From an optimization exercise on the open Yosys and OpenROAD flow, aimed at small area and a short achievable clock period; shortcuts taken in it are not production practice. RTL that was checked went through simulation tests only; none was proved equivalent to the original. Power and IR drop assume default switching activity.

Setup of exp/delta:
## lc3_mem_responder
module lc3_mem_responder #(
    parameter int ADDR_W      = 8,
    parameter int WAIT_CYCLES = 2
) (
    input  logic        clk,
    input  logic        rst,
    input  logic        rd,
    input  logic        wr,
    input  logic [15:0] addr,
    input  logic [15:0] din,
    output logic [15:0] dout,
    output logic        complete,
    output logic        busy
);
Size: ~9000 cells after synthesis, ~4300 flip-flops, about 54 I/O pins.
Settings: LEC_CHECK=0, CAP_MARGIN=20, CORE_MARGIN=2, CORE_UTILIZATION=65, CTS_CLUSTER_DIAMETER=60, CTS_CLUSTER_SIZE=24, SETUP_SLACK_MARGIN=2.2, SLEW_MARGIN=20, SYNTH_MEMORY_MAX_BITS=8192; clock period 4.6 ns.
run.sh (not shown) runs the stock make flow with config.mk's settings and CLKGATE_MAP_FILE= SYNTH_SCRIPT=/design/flow/synth_recipe.tcl, a recipe that flattens the netlist after the stock synthesis.
Setup changes, exp/delta to exp/cedar
Settings: a change of CORE_UTILIZATION from 65 to 55; a change of SETUP_SLACK_MARGIN from 2.2 to 2.4.
Notes after the runs:
exp/cedar finished end to end and its layout was clean on timing, DRC and antenna.
Looking at exp/cedar and exp/delta, the power in sequential cells is a wash.
The first-iteration DRC count was comparable across exp/cedar and exp/delta.
exp/cedar ended up with a lower period utilization than exp/delta did.
Clock period minus worst slack was lower in the run labelled exp/cedar.
What exp/fjord does differently from exp/cedar at the input level:
Settings: SETUP_SLACK_MARGIN: 2.4 -> 2.1.
[summary]
- exp/fjord: no failed stages, no open violations at the end
- Number of clock sinks seen by CTS: exp/fjord vs exp/cedar identical
- From exp/cedar to exp/fjord the numbers moved as follows: proportion of cell area spent on the clock network comparable, post-route fraction of the period consumed by the critical path now larger, non-filler instance count after layout now smaller, final area now smaller, critical path arrival now smaller.
- Taking exp/cedar as the reference, in exp/fjord overall power consumption fell 2.3 mW, total global routing track utilization has decreased, cell leakage power down 3.1%.
- | wire length on met1 | exp/fjord vs exp/cedar | about 3.7% lower |
#### Input delta (exp/indigo over exp/fjord)
Settings: changing SETUP_SLACK_MARGIN from 2.1 to 2.5; changing CORE_UTILIZATION from 55 to 65.
Results
exp/indigo has completed all stages; timing, DRC and antenna checks passed.
exp/fjord finished end to end and its layout was clean on timing, DRC and antenna.
Measured against each other, exp/fjord and exp/indigo differ in largest stage delay on the critical path, the higher figure coming from exp/fjord.
Setup slack in exp/indigo is larger than in exp/fjord.
Looking at final wirelength across both flows, exp/indigo is the weaker of the two, with exp/fjord ahead.

## run 1
The RTL this note starts from:
==> flow/design.v <==
module lc3_mem_responder #(
    parameter int ADDR_W      = 8,
    parameter int WAIT_CYCLES = 2
) (
    input  logic        clk,
    input  logic        rst,
    input  logic        rd,
    input  logic        wr,
    input  logic [15:0] addr,
    input  logic [15:0] din,
    output logic [15:0] dout,
    output logic        complete,
    output logic        busy
);
    localparam int DEPTH = 1 << ADDR_W;
    localparam int PAIRS = DEPTH / 2;
    localparam int HI_N  = 16;           
    localparam int LO_N  = PAIRS / HI_N;  
    function automatic logic pol(input logic e, input logic [1:0] c);
        pol = e ? !(c[1] ^ c[0]) : c[1];
    endfunction
    logic busy_r, s1_r, s2_r, complete_r;
    logic accept_s, last_s;
    assign accept_s = !busy_r && (rd || wr);
    assign last_s   = busy_r && !s1_r && !s2_r;
    always_ff @(posedge clk or negedge rst) begin
        if (!rst) begin
            busy_r     <= 1'b0;
            s1_r       <= 1'b0;
            s2_r       <= 1'b0;
            complete_r <= 1'b0;
        end else begin
            busy_r     <= accept_s || s1_r || s2_r;
            s1_r       <= accept_s;
            s2_r       <= s1_r;
            complete_r <= last_s;
        end
    end
    logic [HI_N-1:0] rhi_r;
    logic [LO_N-1:0] rlo_r;
    logic            ra0_r;
    logic [15:0]     data_r;
    logic            op_rd_r;
    always_ff @(posedge clk) begin
        if (!busy_r) begin
            for (int g = 0; g < HI_N; g++) rhi_r[g] <= (addr[7:4] == 4'(g));
            for (int k = 0; k < LO_N; k++) rlo_r[k] <= (addr[3:1] == 3'(k));
            ra0_r   <= addr[0];
            data_r  <= din;
            op_rd_r <= rd;
        end
    end
    logic [3:0]      whi_r;
    logic [2:0]      wlo_r;
    logic            wa0_r;
    logic [15:0]     wdata_r;
    logic            wload_s;
    logic [3:0]      rhi_bin_s;
    logic [2:0]      rlo_bin_s;
    always_comb begin
        rhi_bin_s = '0;
        rlo_bin_s = '0;
        for (int g = 0; g < HI_N; g++) if (rhi_r[g]) rhi_bin_s = rhi_bin_s | 4'(g);
        for (int k = 0; k < LO_N; k++) if (rlo_r[k]) rlo_bin_s = rlo_bin_s | 3'(k);
    end
    logic            wvalid_r;
    assign wload_s = s2_r && !op_rd_r;
    always_ff @(posedge clk) begin
        if (wload_s) begin
            whi_r   <= rhi_bin_s;
            wlo_r   <= rlo_bin_s;
            wa0_r   <= ra0_r;
            wdata_r <= data_r;
        end
    end
    logic [1:0] cnt_r;
    logic       go1_r;
    logic       w2_r, w3_r, wlate_r;
    always_ff @(posedge clk or negedge rst) begin
        if (!rst) begin
            go1_r <= 1'b0;
        end else begin
            go1_r <= wload_s;
        end
    end
    always_ff @(posedge clk) begin
        cnt_r   <= cnt_r + 2'd1;
        w2_r    <= go1_r;
        w3_r    <= w2_r;
        wlate_r <= go1_r || w2_r || w3_r;
        if (go1_r) begin
            wvalid_r <= 1'b1;
        end else if (wload_s) begin
            wvalid_r <= 1'b0;
        end
    end
    logic [15:0] wdata_d;
    logic        wa0_d;
    logic [1:0]  cnt_nn;
    logic [15:0] colv_r;
    logic [15:0] col_s;
    assign wdata_d = wload_s ? data_r : wdata_r;
    assign wa0_d   = wload_s ? ra0_r : wa0_r;
    assign cnt_nn  = cnt_r + 2'd2;
    always_ff @(posedge clk) begin
        colv_r <= {16{wa0_d == cnt_nn[0]}} & ~(wdata_d ^ {16{pol(wa0_d, cnt_nn)}});
    end
    assign col_s = {16{go1_r || wlate_r}} & colv_r;
    logic [PAIRS-1:0] wsel_s;
    logic [PAIRS-1:0] rsel_s;
    always_comb begin
        for (int m = 0; m < PAIRS; m++) wsel_s[m] = (whi_r == 4'(m / LO_N)) && (wlo_r == 3'(m % LO_N));
    end
    lc3_mem_rsel_dec u_rsel (.hi(rhi_r), .lo(rlo_r), .sel(rsel_s));
    logic [15:0] mem_x [0:PAIRS-1];
    logic [15:0] mem_y [0:PAIRS-1];
    always_ff @(posedge clk) begin
        for (int m = 0; m < PAIRS; m++) begin
            mem_x[m] <= ~(mem_y[m] | ({16{wsel_s[m]}} & col_s));
            mem_y[m] <= mem_x[m];
        end
    end
    localparam int PARTS = 8;
    localparam int PER   = PAIRS / PARTS;
    logic [15:0]    part_s [0:PARTS-1];
    logic [PER-1:0] term_s [0:PARTS-1][0:15];
    always_comb begin
        for (int p = 0; p < PARTS; p++) begin
            for (int j = 0; j < 16; j++) begin
                for (int i = 0; i < PER; i++) term_s[p][j][i] = rsel_s[p * PER + i] && mem_x[p * PER + i][j];
                part_s[p][j] = |term_s[p][j];
            end
        end
    end
    logic [15:0] part_r [0:PARTS-1];
    logic        ppol_r;
    logic        fwd_r;
    always_ff @(posedge clk) begin
        for (int p = 0; p < PARTS; p++) part_r[p] <= part_s[p];
        ppol_r <= cnt_r[1];
        fwd_r  <= wvalid_r && (ra0_r == wa0_r) && rhi_r[whi_r] && rlo_r[wlo_r];
    end
    logic [15:0] rdata_s;
    always_comb begin
        rdata_s = '0;
        for (int p = 0; p < PARTS; p++) rdata_s = rdata_s | part_r[p];
    end
    logic [15:0] dout_r;
    always_ff @(posedge clk) begin
        if (ra0_r != cnt_r[0]) begin
            dout_r <= fwd_r ? wdata_r : (rdata_s ^ {16{ppol_r}});
        end
    end
    assign dout     = dout_r;
    assign complete = complete_r;
    assign busy     = busy_r;
endmodule
module lc3_mem_rsel_dec (
    input  logic [15:0]  hi,
    input  logic [7:0]   lo,
    output logic [127:0] sel
);
    always_comb begin
        for (int m = 0; m < 128; m++) sel[m] = hi[m / 8] && lo[m % 8];
    end
endmodule
clock: 4.6 ns
lec_check: 0
cap_margin: 20
core_margin: 2
core_utilization: 65
cts_cluster_diameter: 60
cts_cluster_size: 28
setup_slack_margin: 2.5
slew_margin: 20
synth_hierarchical: 1
synth_memory_max_bits: 8192
diff inputs: run 1 => run 2
-- flow/config.mk --
<<< run 1, line 9
export CORE_MARGIN = 2
export CORE_UTILIZATION = 65
export CTS_CLUSTER_DIAMETER = 60
export CTS_CLUSTER_SIZE = 28
export SETUP_SLACK_MARGIN = 2.5
export SLEW_MARGIN = 20
>>> run 2, line 9
export CORE_MARGIN = 2
export CORE_UTILIZATION = 65
export CTS_CLUSTER_DIAMETER = 45
export CTS_CLUSTER_SIZE = 20
export SETUP_SLACK_MARGIN = 2.5
export SLEW_MARGIN = 20
[summary]
Compared with run 1, in run 2 ratio of routed vias to standard cells went down by about 0.3%, final routed wire length divided by cell count was more or less identical, final standard cell area without fillers went up by 0.0044 mm², flip-flop and latch area was more or less identical. Run 2 completed every stage of the flow, and the final layout passed the timing, design-rule and antenna checks. Run 1 → run 2: sequential power now sits at about the same level, number of sequential cells roughly the same.
Inputs modified between run 2 and run 3:
-- flow/config.mk --
<<< run 2, line 8
export CAP_MARGIN = 20
export CORE_MARGIN = 2
export CORE_UTILIZATION = 65
export CTS_CLUSTER_DIAMETER = 45
export CTS_CLUSTER_SIZE = 20
export SETUP_SLACK_MARGIN = 2.5
export SLEW_MARGIN = 20
>>> run 3, line 8
export CAP_MARGIN = 20
export CORE_MARGIN = 2
export CORE_UTILIZATION = 70
export CTS_CLUSTER_DIAMETER = 60
export CTS_CLUSTER_SIZE = 24
export SETUP_SLACK_MARGIN = 2.5
export SLEW_MARGIN = 20
Findings:
- Summary — power, run 3 relative to run 2: lower, by 9.4%.
- Taking run 2 as the reference, in run 3 sequential cell area in the final layout comparable; post-route core utilization now larger; worst setup slack now smaller; synthesis-to-finish area growth now smaller; final instance count without filler cells now smaller.
Relative to run 3, the following input files were edited for run 4:
-- flow/config.mk --
<<< run 3, line 8
export CAP_MARGIN = 20
export CORE_MARGIN = 2
export CORE_UTILIZATION = 70
export CTS_CLUSTER_DIAMETER = 60
export CTS_CLUSTER_SIZE = 24
>>> run 4, line 8
export CAP_MARGIN = 20
export CORE_MARGIN = 2
export CORE_UTILIZATION = 65
export CTS_CLUSTER_DIAMETER = 60
export CTS_CLUSTER_SIZE = 24
### Flow results
Delta (run 4 minus run 3): sequential share of layout area climbed 0.75 points; clock power barely changed; relative area change from synthesis to final layout dropped 1.2 points; number of clock buffers inserted by TritonCTS climbed 0.98%.
Compared with run 3, in run 4 minimum clock period after layout lower; worst hold slack went up 0.083 ns.
On part of the total power dissipated in combinational logic: between run 4 and run 3, it ends up lower for run 4.
X dimension of the die (run 4 vs. run 3) increases by a few percent
Between run 3 and run 4, the flow reports total met2 wirelength after detailed routing increasing by a few percent.
Run 4 vs run 3 — maximum frequency rose 0.042 GHz.
Comparing run 4 and run 3, critical path arrival is higher on run 3.
> inputs changed (run 4 -> run 5)
-- flow/config.mk --
<<< run 4, line 11
export CTS_CLUSTER_DIAMETER = 60
export CTS_CLUSTER_SIZE = 24
export SETUP_SLACK_MARGIN = 2.5
export SLEW_MARGIN = 20
export SYNTH_HIERARCHICAL = 1
>>> run 5, line 11
export CTS_CLUSTER_DIAMETER = 60
export CTS_CLUSTER_SIZE = 24
export SETUP_SLACK_MARGIN = 2.4
export SLEW_MARGIN = 20
export SYNTH_HIERARCHICAL = 1
Compared with run 4, run 5 shows a non-clock buffer count that is 16% lower.
Run 5 vs run 4: fraction of met3 tracks used by global routing down
What run 4 reported for number of gates resized after CTS has to be multiplied by 0.72 to get the figure for run 5.
On register-to-register slack: run 5 sits below run 4.
Diff run 5 and run 4: largest stage delay on the critical path higher in run 5
Run 5 vs. run 4: combined area of the multi-input logic cells down about 3%, worst setup slack dropped 0.053 ns, met1 wire length -0.75%, routed wire length shows a reduction of 5600 µm, register area share after synthesis has remained practically unchanged.
Sort run 5 and run 4 by shortest clock period the worst path allows after layout, ascending, and run 4 comes first.

lc3_mem_responder, a different RTL version from the one above (not shown whole).
Size in the first run: roughly 4200 flip-flops, ~54 I/O pins.
make LEC_CHECK=0 CAP_MARGIN=20 CORE_MARGIN=2 CORE_UTILIZATION=55 CTS_CLUSTER_DIAMETER=60 CTS_CLUSTER_SIZE=24 SLEW_MARGIN=20 SYNTH_MEMORY_MAX_BITS=8192 finish   # period 4.6 ns
The first run passed the timing, design-rule and antenna checks.
Rerun with:
SETUP_SLACK_MARGIN = 2.2   (was unset)
=> Total power is higher by a few percent; via count is higher by a few percent; global-route usage is higher by 3.4 points; critical path depth is lower by 1.
No run of this note included a check of the RTL's function; only the layout flow was run.

== old ==
Another version of the RTL of lc3_mem_responder (not shown whole).
Size: about 9,100 cells after synthesis, about 4,200 flip-flops, roughly 0.11 sq mm of cells after synthesis.
// lc3_mem_responder
module lc3_mem_responder #(
    parameter int ADDR_W      = 8,
    parameter int WAIT_CYCLES = 2
) (
    input  logic        clk,
    input  logic        rst,
    input  logic        rd,
    input  logic        wr,
    input  logic [15:0] addr,
    input  logic [15:0] din,
    output logic [15:0] dout,
    output logic        complete,
    output logic        busy
);
    localparam int DEPTH = 1 << ADDR_W;
    localparam int PAIRS = DEPTH / 2;
    function automatic logic pol(input logic e, input logic [1:0] c);
        pol = e ? !(c[1] ^ c[0]) : c[1];
    endfunction
    logic busy_r, s1_r, s2_r, complete_r;
    logic accept_s, last_s;
    assign accept_s = !busy_r && (rd || wr);
    assign last_s   = busy_r && !s1_r && !s2_r;
    always_ff @(posedge clk or negedge rst) begin
        if (!rst) begin
            busy_r     <= 1'b0;
            s1_r       <= 1'b0;
            s2_r       <= 1'b0;
            complete_r <= 1'b0;
        end else begin
            busy_r     <= accept_s || s1_r || s2_r;
  ...
clock: 4.6 ns
lec_check: 0
cap_margin: 20
core_margin: 2
core_utilization: 55
setup_slack_margin: 2.0
slew_margin: 20
synth_memory_max_bits: 8192
Relative to old, the following input files were edited for new:
Settings: SETUP_SLACK_MARGIN no longer set, was 2.0; CORE_UTILIZATION now 35, was 55.
==> comparison <==
new vs. old: met1 wire length moved down; number of global-route vias before repair went down 951.
new against old: largest driver fanout on the critical path rose 26; placer congestion estimate fell about 0.8%; first-pass GRT wire length fell about 2.6%.
Diff old and new: total routing usage reported by global routing lower in new
Where total power consumption of the routed design is concerned, old is outperformed by new.
STATUS run=new STAGES=ALL_DONE FINAL_CHECKS=FAILED CAUSE=negative setup slack
Of old and new, the lower final instance area belongs to new.
new vs old: worst setup margin down

== JK ==
lc3_mem_responder, a different RTL version from the one above (not shown whole).
Size: about 54 I/O pins, roughly 110000 sq um of cells after synthesis.
make LEC_CHECK=0 CAP_MARGIN=20 CORE_MARGIN=2 CORE_UTILIZATION=55 CTS_CLUSTER_DIAMETER=60 CTS_CLUSTER_SIZE=24 SETUP_SLACK_MARGIN=1.9 SLEW_MARGIN=20 SYNTH_MEMORY_MAX_BITS=8192 finish   # period 4.6 ns
> inputs changed (JK -> MS)
- SETUP_SLACK_MARGIN: 1.9 -> 2.2
Notes after the runs:
- Every stage of the flow completed for MS, and the final layout passed the timing, design-rule and antenna checks.
- Of the two values seen for start point of the critical path, rlo_r[0]$_DFFE_PN_ was produced by JK and rlo_r[7]$_DFFE_PN_ by MS.
- Diff JK -> MS: number of antenna violations at the first check in global routing rose by 5; final worst setup slack rose by 0.091 ns; worst hold slack fell by 0.0062 ns; fill cell instance count of the final layout fell by 2.2%; multi-input gate share of the layout cell area stayed essentially flat.
- Compared with JK, in MS iteration-0 DRC count of the detailed router has increased, standard cell core area held.
Function was not checked in any run of this note: the RTL went through the layout flow alone.

lc3_mem_responder with an RTL version that a note above also has.
Size in the first run: roughly 9000 cells after synthesis, roughly 4300 flip-flops.
Settings: LEC_CHECK=0, CAP_MARGIN=20, CORE_MARGIN=2, CORE_UTILIZATION=55, CTS_BUF_LIST=sky130_fd_sc_hd__clkbuf_8, CTS_CLUSTER_DIAMETER=50, CTS_CLUSTER_SIZE=20, SETUP_SLACK_MARGIN=2.1, SLEW_MARGIN=20, SYNTH_MEMORY_MAX_BITS=8192; clock period 4.6 ns.
Next try:
--- a/flow/config.mk
+++ b/flow/config.mk
@@ -10,6 +10,5 @@
 export CORE_UTILIZATION = 55
-export CTS_BUF_LIST = sky130_fd_sc_hd__clkbuf_8
-export CTS_CLUSTER_DIAMETER = 50
-export CTS_CLUSTER_SIZE = 20
-export SETUP_SLACK_MARGIN = 2.1
+export CTS_CLUSTER_DIAMETER = 60
+export CTS_CLUSTER_SIZE = 24
+export SETUP_SLACK_MARGIN = 2.6
 export SLEW_MARGIN = 20
Result: Combinational power went up by about 44%; clock power went up by about 5%; die area is unchanged.
Next try:
--- a/flow/config.mk
+++ b/flow/config.mk
@@ -9,5 +9,5 @@
 export CORE_MARGIN = 2
-export CORE_UTILIZATION = 55
+export CORE_UTILIZATION = 65
 export CTS_CLUSTER_DIAMETER = 60
-export CTS_CLUSTER_SIZE = 24
+export CTS_CLUSTER_SIZE = 28
 export SETUP_SLACK_MARGIN = 2.6
Area after synthesis stays the same.
Via count goes up by 0.82%.
Global-route usage goes up by 4.4 points.
Total power goes down by 1.9%.
Next try:
--- a/flow/config.mk
+++ b/flow/config.mk
@@ -9,6 +9,6 @@
 export CORE_MARGIN = 2
-export CORE_UTILIZATION = 65
-export CTS_CLUSTER_DIAMETER = 60
-export CTS_CLUSTER_SIZE = 28
-export SETUP_SLACK_MARGIN = 2.6
+export CORE_UTILIZATION = 60
+export CTS_CLUSTER_DIAMETER = 80
+export CTS_CLUSTER_SIZE = 30
+export SETUP_SLACK_MARGIN = 2.4
 export SLEW_MARGIN = 20
- critical path depth increases by 6
- setup slack is worse by 0.034 ns
- design area decreases by about 4%
- worst hold slack is better by 0.035 ns
Next try:
--- a/flow/config.mk
+++ b/flow/config.mk
@@ -9,4 +9,4 @@
 export CORE_MARGIN = 2
-export CORE_UTILIZATION = 60
-export CTS_CLUSTER_DIAMETER = 80
+export CORE_UTILIZATION = 55
+export CTS_CLUSTER_DIAMETER = 60
 export CTS_CLUSTER_SIZE = 30
What happened:
- The changed run produced a clean layout
- cell area climbs by 2.1%
- worst setup slack is better by 0.052 ns
- routed wire length increases by 1.1%
- first-iteration DRC count went down by 4.3%

-- separate check: timing with driven ports --
The flow's constraints put no driver on any port. The routed layouts listed below were extracted and timed again, unchanged, in two steps.
Step 1: set_driving_cell puts a clkbuf_16 on clk and a buf_2 on each other input, an assumption about the parent block.
Step 2 adds t to the input delays and takes it off the output delays; t is the mean of the earliest and latest rising clock arrival at the registers after step 1. Input paths then give back, and output paths get back, about the clock's delay inside the block.
Three values: ideal ports, drivers, drivers and shift; two values: the first two.
| run | shift t [ns] | slack for setup (ns) | worst register clock-pin slew, ns |
|---|---|---|---|
| exp/delta | 0.964 | 2.116 / 2.116 / 2.116 | 0.10 / 0.10 |
| exp/cedar | 0.955 | 2.173 / 2.170 / 2.173 | 0.10 / 0.10 |
| exp/fjord | 0.956 | 2.095 / 2.081 / 2.095 | 0.10 / 0.10 |
| exp/indigo | 0.968 | 2.225 / 2.132 / 2.274 | 0.10 / 0.10 |
| run 1 | 0.954 | 2.217 / 2.132 / 2.319 | 0.11 / 0.11 |
| run 2 | 1.032 | 2.151 / 2.065 / 2.301 | 0.08 / 0.08 |
| run 3 | 0.960 | 1.949 / 1.862 / 2.007 | 0.10 / 0.10 |
| run 4 | 0.972 | 2.213 / 2.126 / 2.324 | 0.10 / 0.10 |
| run 5 | 0.967 | 2.160 / 2.125 / 2.160 | 0.10 / 0.10 |
| the first run of note 3 | 0.979 | 0.739 / 0.739 / 0.739 | 0.10 / 0.10 |
| the second run of note 3 | 0.976 | 1.515 / 1.515 / 1.515 | 0.10 / 0.10 |
| old | 1.074 | 0.625 / 0.625 / 0.625 | 0.07 / 0.07 |
| new | 1.092 | -0.031 / -0.031 / -0.031 | 0.07 / 0.07 |
| JK | 0.977 | 1.751 / 1.751 / 1.751 | 0.10 / 0.10 |
| MS | 0.981 | 1.842 / 1.842 / 1.842 | 0.10 / 0.10 |
| the first run of note 6 | 1.172 | 1.941 / 1.854 / 2.118 | 0.12 / 0.12 |
| the second run of note 6 | 0.966 | 2.192 / 2.158 / 2.192 | 0.10 / 0.10 |
| the third run of note 6 | 0.968 | 2.220 / 2.126 / 2.290 | 0.11 / 0.11 |
| the fourth run of note 6 | 0.946 | 2.186 / 2.173 / 2.186 | 0.11 / 0.11 |
| the fifth run of note 6 | 0.961 | 2.238 / 2.172 / 2.238 | 0.11 / 0.11 |
